Source: an optimization exercise on an open RTL-to-GDS flow (aim: small area, a short achievable clock period and few clock cycles). Production flows keep margins and buffers that such runs may drop. At most, simulation tests tie the RTL to the original design; equivalence was not proved. No activity file was given, so power comes from the tool's default toggle rates.

lane 1:
## yuv_to_rgb32_horizontal_scaler_top
module yuv_to_rgb32_horizontal_scaler_top #(
  parameter int MAX_UPSCALE = yrs_pkg::MAX_UPSCALE_DEF
) (
  input  logic                            clk,
  input  logic                            rst_n,
  input  logic                            cfg_we,
  input  logic [yrs_pkg::CFG_IDX_W-1:0]   cfg_index,
  input  logic [yrs_pkg::CFG_W-1:0]       cfg_data,
  input  logic                            in_valid,
  output logic                            in_ready,
  input  logic [yrs_pkg::LUMA_W-1:0]      in_luma,
  input  logic [yrs_pkg::CHROMA_W-1:0]    in_chroma_u,
  input  logic [yrs_pkg::CHROMA_W-1:0]    in_chroma_v,
  input  logic                            in_row_start,
  output logic                            out_valid,
  input  logic                            out_ready,
  output logic [yrs_pkg::COLOR_W-1:0]     out_red,
  output logic [yrs_pkg::COLOR_W-1:0]     out_green,
  output logic [yrs_pkg::COLOR_W-1:0]     out_blue,
  output logic                            out_last_copy
);
make LEC_CHECK=0 ABC_CLOCK_PERIOD_IN_PS=2400 CAP_MARGIN=20 CORE_MARGIN=2 CORE_UTILIZATION=50 CTS_CLUSTER_DIAMETER=100 CTS_CLUSTER_SIZE=20 SETUP_SLACK_MARGIN=3.5 SLEW_MARGIN=20 finish   # period 6.0 ns
run.sh (not shown) runs the stock make flow with config.mk's settings and CLKGATE_MAP_FILE= SYNTH_SCRIPT=/design/flow/synth_recipe.tcl, a recipe that flattens the netlist after the stock synthesis.
Testbench counts of lane 1, summed over its fixed seeds: cycles 6,115.
Modified inputs, lane 2 compared to lane 1
Settings: a change of SETUP_SLACK_MARGIN from 3.5 to 3.4; a change of CORE_UTILIZATION from 50 to 55.
### Flow results
- Lane 2 vs. lane 1: diode insertion count for antenna repair went down by 1.
- In the reports for lane 2 and lane 1, the smaller final cell count belongs to lane 2.
- The sequential fraction of total cell area in lane 2 was higher than what lane 1 gave.
- Any difference in final routed DRC violation total between lane 2 and lane 1 is small enough to ignore.
- Between lane 2 and lane 1, the clock latency at the later pin of the worst-skew pair figures differ only marginally.
- Wire length after detailed routing shrinks by a few percent when moving from lane 1 to lane 2.
- Switching power total in lane 2 is about 3.4% lower than in lane 1
- Lane 2 vs. lane 1: headroom to the max-slew limit -3.5 points; utilization +2.6 points.

yuv_to_rgb32_horizontal_scaler_top, a different RTL version from the one above (not shown whole).
Size in the first run: roughly 3400 cells after synthesis, ~600 flip-flops, roughly 81 I/O pins.
Settings: LEC_CHECK=0, ABC_CLOCK_PERIOD_IN_PS=2400, CAP_MARGIN=20, CORE_MARGIN=2, CORE_UTILIZATION=70, SETUP_SLACK_MARGIN=3.4, SLEW_MARGIN=20; clock period 6.0 ns.
Edit:
CORE_UTILIZATION = 55   (was 70)
What happened: Area after synthesis stays the same; clock power falls by about 1%; critical path depth does not change; global-route usage falls by 7.4 points; sequential share of layout area is about the same; clock skew rises by 3.3 ps; worst setup slack improves by 130 ps; design area hardly moves.
Edit:
CTS_CLUSTER_DIAMETER = 100   (was unset)
CTS_CLUSTER_SIZE = 20   (was unset)
Effect:
- power decreases by a few percent
- first-iteration DRC count decreases by a few percent
- worst setup slack degrades by 5.9 ps
- maximum frequency is about the same
- worst hold slack improves by 4.5 ps
- die area is unchanged
- clock skew decreases by 14 ps
- core utilization decreases by 1.3 points
- area after synthesis is unchanged
- non-clock buffer count decreases by 2
Edit:
SETUP_SLACK_MARGIN = 3.1   (was 3.4)
What happened:
- area after synthesis does not change
- worst setup slack got worse by 120 ps
- final area falls slightly
- routed wire length falls slightly
Edit:
CTS_CLUSTER_DIAMETER = unset   (was 100)
CTS_CLUSTER_SIZE = unset   (was 20)
SETUP_SLACK_MARGIN = 3.7   (was 3.1)
Result: Die area stays the same. Via count rose by a few percent. Global-route usage rose by 1.3 points. Utilization rose by 9.2 points. Sequential power hardly moves. Non-clock buffer count rose by 178.
Function was not checked in any run of this note: the RTL went through the layout flow alone.

yuv_to_rgb32_horizontal_scaler_top, a different RTL version from the one above (not shown whole).
For scale: roughly 3200 cells after synthesis, ~81 I/O pins, about 36000 um2 of cells after synthesis.
// yuv_to_rgb32_horizontal_scaler_top
module yuv_to_rgb32_horizontal_scaler_top #(
  parameter int MAX_UPSCALE = yrs_pkg::MAX_UPSCALE_DEF
) (
  input  logic                            clk,
  input  logic                            rst_n,
  input  logic                            cfg_we,
  input  logic [yrs_pkg::CFG_IDX_W-1:0]   cfg_index,
  input  logic [yrs_pkg::CFG_W-1:0]       cfg_data,
  input  logic                            in_valid,
  output logic                            in_ready,
  input  logic [yrs_pkg::LUMA_W-1:0]      in_luma,
  input  logic [yrs_pkg::CHROMA_W-1:0]    in_chroma_u,
  input  logic [yrs_pkg::CHROMA_W-1:0]    in_chroma_v,
  input  logic                            in_row_start,
  output logic                            out_valid,
  input  logic                            out_ready,
  output logic [yrs_pkg::COLOR_W-1:0]     out_red,
  output logic [yrs_pkg::COLOR_W-1:0]     out_green,
  output logic [yrs_pkg::COLOR_W-1:0]     out_blue,
  output logic                            out_last_copy
);
Settings: LEC_CHECK=0, CAP_MARGIN=20, CORE_MARGIN=2, CORE_UTILIZATION=55, CTS_CLUSTER_DIAMETER=100, CTS_CLUSTER_SIZE=20, SETUP_SLACK_MARGIN=3.5, SLEW_MARGIN=20; clock period 6.0 ns.
Testbench counts at the start, summed over its fixed seeds: cycles 6,115.
Then changed:
SETUP_SLACK_MARGIN = 3.3   (was 3.5)
Worst hold slack hardly moves. Wire length fell by 3.8%. Worst setup slack loses 0.036 ns. Total power fell by 2.6%. Cell count fell by 1.3%. Sequential share of layout area rose by 1.8 points. Critical path depth fell by 1. Utilization fell by 2.9 points.
Then changed:
ABC_CLOCK_PERIOD_IN_PS = 3000   (was unset)
SETUP_SLACK_MARGIN = 3.4   (was 3.3)
The changed run ran to the end with no violations.
Worst setup slack is better by 0.062 ns.
Via count went up slightly.
Routed wire length went up by a few percent.

## afterwards: timing with drivers on the ports
The results above use ideal ports. As a check the final layouts listed here were re-extracted and re-timed, cells and wires unchanged.
Step 1 assumes that a clkbuf_16 drives the clock port and a buf_2 every other input.
Step 2 times the ports against the registers' clock, not the clock port: input delays grow and output delays shrink by t, the midpoint of the rising clock arrivals with the driver on.
a / b / c = ideal / step 1 / step 2; a / b = the first two.
run | t, ns | setup WS [ns] | worst slew at a driven data input, ns
lane 1 | 0.649 | 3.373 / 3.373 / 2.828 | 0.04
lane 2 | 0.648 | 3.412 / 3.407 / 2.788 | 0.05
the first run of note 2 | 0.647 | 3.193 / 3.193 / 2.800 | 0.04
the second run of note 2 | 0.675 | 3.323 / 3.323 / 2.896 | 0.04
the third run of note 2 | 0.656 | 3.318 / 3.318 / 2.850 | 0.04
the fourth run of note 2 | 0.647 | 3.199 / 3.167 / 2.858 | 0.07
the fifth run of note 2 | 0.671 | 3.337 / 3.337 / 3.163 | 0.05
the first run of note 3 | 0.639 | 3.362 / 3.362 / 2.951 | 0.05
the second run of note 3 | 0.643 | 3.326 / 3.299 / 2.779 | 0.09
the third run of note 3 | 0.634 | 3.388 / 3.371 / 2.837 | 0.11
After both steps setup and hold are still met in every run listed. For lane 2, which loses most, drivers alone change the setup slack by -0.005 ns; drivers and shift together by -0.624 ns.
